Source: an optimization exercise on an open RTL-to-GDS flow (aim: small area, a short achievable clock period and few clock cycles per item). Production flows keep margins and buffers that such runs may drop.
In this exercise RTL edits were held to simulation tests only and were not proved equivalent to the original.
No activity file was given, so power comes from the tool's default toggle rates.

<file path="flow/config.mk">
export PLATFORM = sky130hd
export DESIGN_NAME = conv_window_feeder
export DESIGN_NICKNAME = conv_window_feeder
export VERILOG_FILES = /design/flow/design.v
export SDC_FILE = /design/flow/constraint.sdc
export NUM_CORES = 4
export LEC_CHECK = 0
export CAP_MARGIN = 20
export CORE_MARGIN = 2
export CORE_UTILIZATION = 40
export SLEW_MARGIN = 20
</file>
<file path="flow/constraint.sdc">
create_clock -name core_clock -period 6.5 [get_ports {clk}]
set_input_delay 1.3000 -clock core_clock [delete_from_list [all_inputs] [get_ports {clk}]]
set_output_delay 1.3000 -clock core_clock [all_outputs]
set_load 0.01 [all_outputs]
</file>
<file path="flow/design.v">
package conv_pkg;
  localparam int DATA_W      = 8;
  localparam int OFM_W       = 21;
  localparam int KERNEL_TAPS = 9;
  localparam int BUS_W       = DATA_W * KERNEL_TAPS;
  typedef enum logic [2:0] {
    ST_LOAD_W = 3'd0,
    ST_LOAD_P = 3'd1,
    ST_ISSUE  = 3'd2,
    ST_WAIT   = 3'd3,
    ST_EMIT   = 3'd4
  } state_e;
endpackage
module conv_frame_buffer #(
  parameter int IMG_W = 8,
  localparam int AW   = $clog2(IMG_W * IMG_W),
  localparam int CW   = $clog2(IMG_W)
) (
  input  logic              clk,
  input  logic              we_i,
  input  logic [AW-1:0]     waddr_i,
  input  logic [conv_pkg::DATA_W-1:0] wdata_i,
  input  logic [CW-1:0]     row_i,
  input  logic [CW-1:0]     col_i,
  output logic [conv_pkg::BUS_W-1:0]  window_o
);
  logic [conv_pkg::DATA_W-1:0] mem_q [IMG_W*IMG_W];
  logic [AW-1:0]     rd_addr_s;
  logic [conv_pkg::BUS_W-1:0]  taps_s;
  always_ff @(posedge clk) begin
    if (we_i) begin
      mem_q[waddr_i] <= wdata_i;
    end
  end
  always_comb begin
    taps_s    = '0;
    rd_addr_s = '0;
    for (int i = 0; i < 3; i++) begin
      for (int j = 0; j < 3; j++) begin
        rd_addr_s = AW'((int'(row_i) + i) * IMG_W + int'(col_i) + j);
        if (we_i && (rd_addr_s == waddr_i)) begin
          taps_s[(3*i+j)*conv_pkg::DATA_W +: conv_pkg::DATA_W] = wdata_i;
        end else begin
          taps_s[(3*i+j)*conv_pkg::DATA_W +: conv_pkg::DATA_W] = mem_q[rd_addr_s];
        end
      end
    end
  end
  assign window_o = taps_s;
endmodule
module conv_window_feeder #(
  parameter int IMG_W = 8
) (
  input  logic              clk,
  input  logic              rst_n,
  input  logic              s_valid_i,
  input  logic [conv_pkg::DATA_W-1:0] s_data_i,
  output logic              s_ready_o,
  output logic              conv_in_valid_o,
  output logic [conv_pkg::BUS_W-1:0]  conv_ifm_o,
  output logic [conv_pkg::BUS_W-1:0]  conv_wgt_o,
  input  logic              conv_out_valid_i,
  input  logic [conv_pkg::OFM_W-1:0]  conv_ofm_i,
  output logic              res_valid_o,
  output logic [conv_pkg::OFM_W-1:0]  res_data_o,
  output logic              res_last_o,
  output logic              busy_o
);
  localparam int AW = $clog2(IMG_W * IMG_W);
  localparam int CW = $clog2(IMG_W);
  localparam logic [CW-1:0] LAST_RC  = CW'(IMG_W - 3);
  localparam logic [AW-1:0] LAST_PIX = AW'(IMG_W * IMG_W - 1);
  localparam logic [AW-1:0] LAST_WGT = AW'(conv_pkg::KERNEL_TAPS - 1);
  conv_pkg::state_e             state_q;
  logic [conv_pkg::BUS_W-1:0]   wgt_q;
  logic [AW-1:0]      load_cnt_q;
  logic [CW-1:0]      row_q, col_q, row_d, col_d;
  logic               s_ready_q, conv_in_valid_q, res_valid_q, res_last_q, busy_q;
  logic [conv_pkg::BUS_W-1:0]   conv_ifm_q, conv_wgt_q;
  logic [conv_pkg::OFM_W-1:0]   res_data_q;
  logic               accept_s, pix_we_s, last_win_s;
  logic [conv_pkg::BUS_W-1:0]   window_s;
  always_comb begin
    accept_s   = s_valid_i && s_ready_q;
    pix_we_s   = accept_s && (state_q == conv_pkg::ST_LOAD_P);
    last_win_s = (row_q == LAST_RC) && (col_q == LAST_RC);
    row_d      = row_q;
    col_d      = col_q;
    if (state_q == conv_pkg::ST_EMIT) begin
      if (col_q == LAST_RC) begin
        col_d = '0;
        row_d = last_win_s ? '0 : row_q + CW'(1);
      end else begin
        col_d = col_q + CW'(1);
      end
    end else begin
      col_d = col_q;
    end
  end
  conv_frame_buffer #(.IMG_W(IMG_W)) u_frame_buffer (
    .clk      (clk),
    .we_i     (pix_we_s),
    .waddr_i  (load_cnt_q),
    .wdata_i  (s_data_i),
    .row_i    (row_d),
    .col_i    (col_d),
    .window_o (window_s)
  );
  always_ff @(posedge clk or negedge rst_n) begin
    if (!rst_n) begin
      state_q         <= conv_pkg::ST_LOAD_W;
      wgt_q           <= '0;
      load_cnt_q      <= '0;
      row_q           <= '0;
      col_q           <= '0;
      s_ready_q       <= 1'b1;
      conv_in_valid_q <= 1'b0;
      conv_ifm_q      <= '0;
      conv_wgt_q      <= '0;
      res_valid_q     <= 1'b0;
      res_data_q      <= '0;
      res_last_q      <= 1'b0;
      busy_q          <= 1'b0;
    end else begin
      conv_in_valid_q <= 1'b0;
      res_valid_q     <= 1'b0;
      res_last_q      <= 1'b0;
      case (state_q)
        conv_pkg::ST_LOAD_W: begin
          if (accept_s) begin
            wgt_q <= {s_data_i, wgt_q[conv_pkg::BUS_W-1:conv_pkg::DATA_W]};
            if (load_cnt_q == LAST_WGT) begin
              load_cnt_q <= '0;
              state_q    <= conv_pkg::ST_LOAD_P;
            end else begin
              load_cnt_q <= load_cnt_q + AW'(1);
            end
          end
        end
        conv_pkg::ST_LOAD_P: begin
          if (accept_s) begin
            if (load_cnt_q == LAST_PIX) begin
              load_cnt_q      <= '0;
              state_q         <= conv_pkg::ST_ISSUE;
              s_ready_q       <= 1'b0;
              busy_q          <= 1'b1;
              conv_in_valid_q <= 1'b1;
              conv_ifm_q      <= window_s;
              conv_wgt_q      <= wgt_q;
            end else begin
              load_cnt_q <= load_cnt_q + AW'(1);
            end
          end
        end
        conv_pkg::ST_ISSUE: begin
          state_q <= conv_pkg::ST_WAIT;
        end
        conv_pkg::ST_WAIT: begin
          if (conv_out_valid_i) begin
            res_data_q  <= conv_ofm_i;
            res_valid_q <= 1'b1;
            res_last_q  <= last_win_s;
            state_q     <= conv_pkg::ST_EMIT;
          end
        end
        conv_pkg::ST_EMIT: begin
          row_q <= row_d;
          col_q <= col_d;
          if (last_win_s) begin
            state_q   <= conv_pkg::ST_LOAD_W;
            s_ready_q <= 1'b1;
            busy_q    <= 1'b0;
          end else begin
            state_q         <= conv_pkg::ST_ISSUE;
            conv_in_valid_q <= 1'b1;
            conv_ifm_q      <= window_s;
            conv_wgt_q      <= wgt_q;
          end
        end
        default: begin
          state_q   <= conv_pkg::ST_LOAD_W;
          s_ready_q <= 1'b1;
          busy_q    <= 1'b0;
        end
      endcase
    end
  end
  assign s_ready_o       = s_ready_q;
  assign conv_in_valid_o = conv_in_valid_q;
  assign conv_ifm_o      = conv_ifm_q;
  assign conv_wgt_o      = conv_wgt_q;
  assign res_valid_o     = res_valid_q;
  assign res_data_o      = res_data_q;
  assign res_last_o      = res_last_q;
  assign busy_o          = busy_q;
endmodule
</file>
<file path="flow/run.sh">
#!/bin/bash
# synth_recipe.tcl (not shown) runs the flow's synth.tcl, then flattens the netlist and writes it again
# the make line also repeats each setting of config.mk as NAME=value (left out here)
make -C /OpenROAD-flow-scripts/flow DESIGN_CONFIG=/design/flow/config.mk WORK_HOME=/design/flow/orfs CLKGATE_MAP_FILE= SYNTH_SCRIPT=/design/flow/synth_recipe.tcl finish
</file>
==> impl_results.md <==
* Clk slew on worst S/H paths at roughly 60 ps
* Register Area at 0.0218 mm2
* Peak supply drop at between 0.3 and 0.4 mV
* Total Die Area at around 0.11 mm2
* Worst path max stage delay at 800 ps
* Final setup viols at 0
* Syn Std Cell Area at 0.0422 mm2
* Boundary pin count at roughly 200
* Clock buffer count from CTS at 83
* Top Metal Used: met5
* Die X at between 300 and 400 um
* Iter 0 DRT Violations at 4951
* R2R depth at 11
* Startpoint types: flip-flop
* Number of global-route vias before repair at between 20000 and 30000
* Worst-Skew Late Latency at 680 ps
* Antenna violations before repair at 11
* WHS Path Cells at 2
* Max-slew headroom at 17.7%
* Cell mode on critical path: xnor2_1
* Placed Instances at between 4000 and 5000
* Largest net degree at the start of global routing at 115
* Drt pass-1 iters at 8
* Vias at 32300
* Area Overhead vs Synth at 15.3%
* Post-synth top flop: edfxtp_1
* Total track usage at 30.4%
* Grt ovf at 0
* CTS root buf: clkbuf_16
* ANT nets after route at 0
* Clock Skew at 46.7 ps
* Fin nets at 3474
* Finished Core Util at 46.3%
* Netlist cell types at 85
* Hold slack at 462 ps
* Filler Cell Count at approximately 9400
* Max-capacitance violation count at 0
* Crit end category: flip-flop
* Syn nets at roughly 3300
* Dpl cell area at 0.0458 mm2
* Max Transition Viols Final at 0
* Drt wl/cell at ~34 um
* Post-synth EDFFs at a little over 500
* Remaining DRCs at 0
* Maximum level of the CTS H-tree at 3
* Worst-margin pin slew at between 1000 and 1500 ps
* CTS Sinks at 769
* Min cycle time layout at between 5000 and 6000 ps
* Ratio of final minimum period to clock period at 83.2%
* PostCTS Resize Cnt at 0
* Worst EP arrival at 5930 ps
* Hold Buf Count CTS at 0
* Routability cong. at 1.10
* HPWL after detailed placement at 120 mm
* Hold WC Path Type: reg -> reg
* Worst Path Required at approximately 7000 ps
* Non-filler cells, final at 4894
* Fmax achieved at roughly 0.19 GHz
* Post-synth ARST share at 33.4%
* Maximum clock insertion buffer count at 3
* Slowest CP cell: or4_1
* Final Cell Area at 0.0486 mm2
* Syn avg cell area at 12.8 um2
* Met3 wire len at 20.7 mm
* Yosys warning total at 2
* P_leak at around 17 nW
* Post-DR vias/cell at 6.60
* Core area at approximately 0.10 mm2
* Layout cell share with drive strength beyond 1 at 19.8%
* Max FO, Critical Path at 18
* Initial cell density of the core at between 40 and 50%
* Fin. Hold Viols at 0
* Postcts setup bufs at 0
* Area of the multi-input gates at 0.0192 mm2
* Setup_tns at 0 ps
* # port buffers at slightly above 200
* RSZ-0062 raised after global routing: no
* Status: timing/DRC/antenna clean
* Critical Path, Cell by Cell: nand4bb_2 -> or4_1 -> nand2_4 -> inv_2 -> ha_1 -> xnor2_1 -> xnor2_1 -> nor3_1 -> o2111ai_1 -> and2_1 -> a211oi_1
* Met1 WL at 66.2 mm
* Critical setup path kind: reg -> reg
* Synthesis-stage register bit count at between 700 and 800
* Die Ht at 329 um
* Mapped Cells at between 3000 and 4000
* Post-synthesis sequential area ratio at between 50% and 60%
* Global-route wire length before repair at ~230 mm
* Aggregate routed wire length at between 150 and 200 mm
* Metal2 WL at 70.8 mm
* Power per cell area at 470 mW/mm2
* Rows at 119
* CTS tree: yes
[routing by layer]
| layer | vias up | global-route usage, % |
|---|---|---|
| li1 | 13200 | - |
| met3 | 407 | 9.52 |
| met4 | 4 | 14.0 |
| met5 | - | 0 |
| met1 | 16500 | 41.9 |
| met2 | 2179 | 44.0 |
[area by class of cell]
| type | count | area share (%) |
|---|---|---|
| flip-flops and latches | 769 | 44.9 |
| multi-input cells | 2238 | 39.5 |
| repair buffers | 319 | 6.09 |
| clock buffers | 104 | 4.58 |
| well taps | 1391 | 3.58 |
| clock inverters | 49 | 1.12 |
| inverters | 23 | 0.208 |
| diodes | 1 | 0.00515 |
[worst paths after layout]
path | startpoint | to | slack, ps
setup reg to reg | state_q[0]$_DFFE_PN0P_ | conv_ifm_q[32]$_DFFE_PN0P_ | 1100
min in group asynchronous | rst_n | conv_ifm_q[9]$_DFFE_PN0P_ | 590
hold / removal | conv_wgt_q[6]$_DFFE_PN0P_ | conv_wgt_q[6]$_DFFE_PN0P_ | 460
hold reg to reg | conv_wgt_q[6]$_DFFE_PN0P_ | conv_wgt_q[6]$_DFFE_PN0P_ | 460
setup / recovery | state_q[0]$_DFFE_PN0P_ | conv_ifm_q[32]$_DFFE_PN0P_ | 1100
max in group asynchronous | rst_n | wgt_q[65]$_DFFE_PN0P_ | 4660
[cells by family after synthesis]
group	count (synthesis)	share of synthesized area (%)
simple gates	914	10.1
flops	769	51.7
mux	701	23.9
buf+inv	277	3.02
fa+ha+maj	7	0.208
xor+xnor	40	1.13
compound gates	576	9.92
[synthesized netlist by cell type (27+ instances only)]
| master | n | area share (%) |
|---|---|---|
| buf_4 | 36 | 0.64 |
| buf_2 | 27 | 0.32 |
| a22oi_1 | 89 | 1.6 |
| nor2_1 | 134 | 1.2 |
| nand3_1 | 96 | 1.1 |
| mux2i_1 | 314 | 7.5 |
| nand2_1 | 441 | 3.9 |
| mux2_2 | 159 | 4.2 |
| edfxtp_1 | 512 | 36 |
| clkbuf_1 | 167 | 1.5 |
| and2_1 | 52 | 0.77 |
| a2111oi_0 | 46 | 0.96 |
| nand2b_1 | 29 | 0.43 |
| and3_1 | 44 | 0.65 |
| a221oi_1 | 29 | 0.60 |
| mux4_2 | 227 | 12 |
| o21ai_0 | 48 | 0.57 |
| xnor2_1 | 28 | 0.58 |
| dfrtp_1 | 256 | 15 |
| o211ai_1 | 27 | 0.48 |
| a21oi_1 | 72 | 0.85 |
| o22ai_1 | 77 | 1.1 |
| a211oi_1 | 27 | 0.48 |
[placed cells by master (no fill, tap or decap), types with 12 or more instances in the layout]
| cell | count |
|---|---|
| a211oi_1 | 27 |
| nor3_1 | 19 |
| a221o_1 | 19 |
| clkbuf_1 | 15 |
| and2_1 | 51 |
| edfxtp_1 | 512 |
| nor4_1 | 16 |
| a22oi_1 | 89 |
| a22o_1 | 18 |
| mux2_2 | 159 |
| buf_4 | 110 |
| mux2i_1 | 310 |
| dfrtp_1 | 255 |
| nand2b_1 | 28 |
| nand4_1 | 21 |
| o2111ai_1 | 15 |
| mux4_2 | 227 |
| nor2b_1 | 12 |
| xnor2_1 | 23 |
| clkinv_1 | 15 |
| o21ai_0 | 48 |
| o211ai_1 | 27 |
| a221oi_1 | 29 |
| a32oi_1 | 19 |
| a21o_1 | 12 |
| clkbuf_16 | 84 |
| clkdlybuf4s50_1 | 193 |
| nor2_1 | 126 |
| o22ai_1 | 77 |
| nand2_1 | 440 |
| and3_1 | 44 |
| a2111oi_0 | 46 |
| nand3_1 | 96 |
| a21oi_1 | 72 |
| inv_1 | 16 |
[sequential cells by signal, summed over array words and instances, names as in the netlist]
signal / cells
conv_in_valid_q: 1
state_q: 3
col_q: 3
busy_q: 1
res_last_q: 1
wgt_q: 72
row_q: 3
res_valid_q: 1
conv_wgt_q: 72
s_ready_q: 1
conv_ifm_q: 72
u_frame_buffer.mem_q: 512
load_cnt_q: 6
res_data_q: 21
[stage by stage]
step | total power, W | setup slack, ps
floorplan | 0.0130 | 1910
global placement | 0.0176 | 1300
detailed placement | 0.0177 | 1200
CTS | 0.0225 | 1180
global route | 0.0235 | 897
finish | 0.0228 | 1100
[worst max-delay path: cells and delay by family, from the launching register on]
kind | cells | cell delay (ps)
fa+ha+maj | 1 | 490
simple gates | 5 | 2270
xor+xnor | 2 | 800
flops | 1 | 530
compound gates | 2 | 920
buf+inv | 1 | 250
[power breakdown]
part           switching (W)  leakage [nW]  total (W)  internal (W)
Combinational        0.00671          8.26     0.0114       0.00467
Clock                0.00210          1.34    0.00481       0.00271
Sequential          0.000668          7.71    0.00665       0.00598
Total                0.00947          17.3     0.0228        0.0134
Testbench counts, summed over its fixed seeds: cycles 12,144, frames 48.

==> afterwards: timing with drivers on the ports <==
In the flow no input, the clock included, has a driving cell. The finished layout below was timed again as built, in two steps. Step 1: set_driving_cell puts a clkbuf_16 on clk and a buf_2 on each other input, an assumption about the parent block. Step 2 also shifts input and output timing later by t, the mid clock arrival at the registers, as if the neighbouring blocks saw the same clock. Three values: ideal ports, drivers, drivers and shift; two values: the first two.
shift t [ns]: 0.734
setup slack, ns: 1.095 / 1.095 / 1.095
worst data-port slew with drivers (ns): 0.06
After both steps this run still meets setup and hold. The setup slack of this run moves by 0.000 ns with the drivers and by 0.000 ns with both steps.
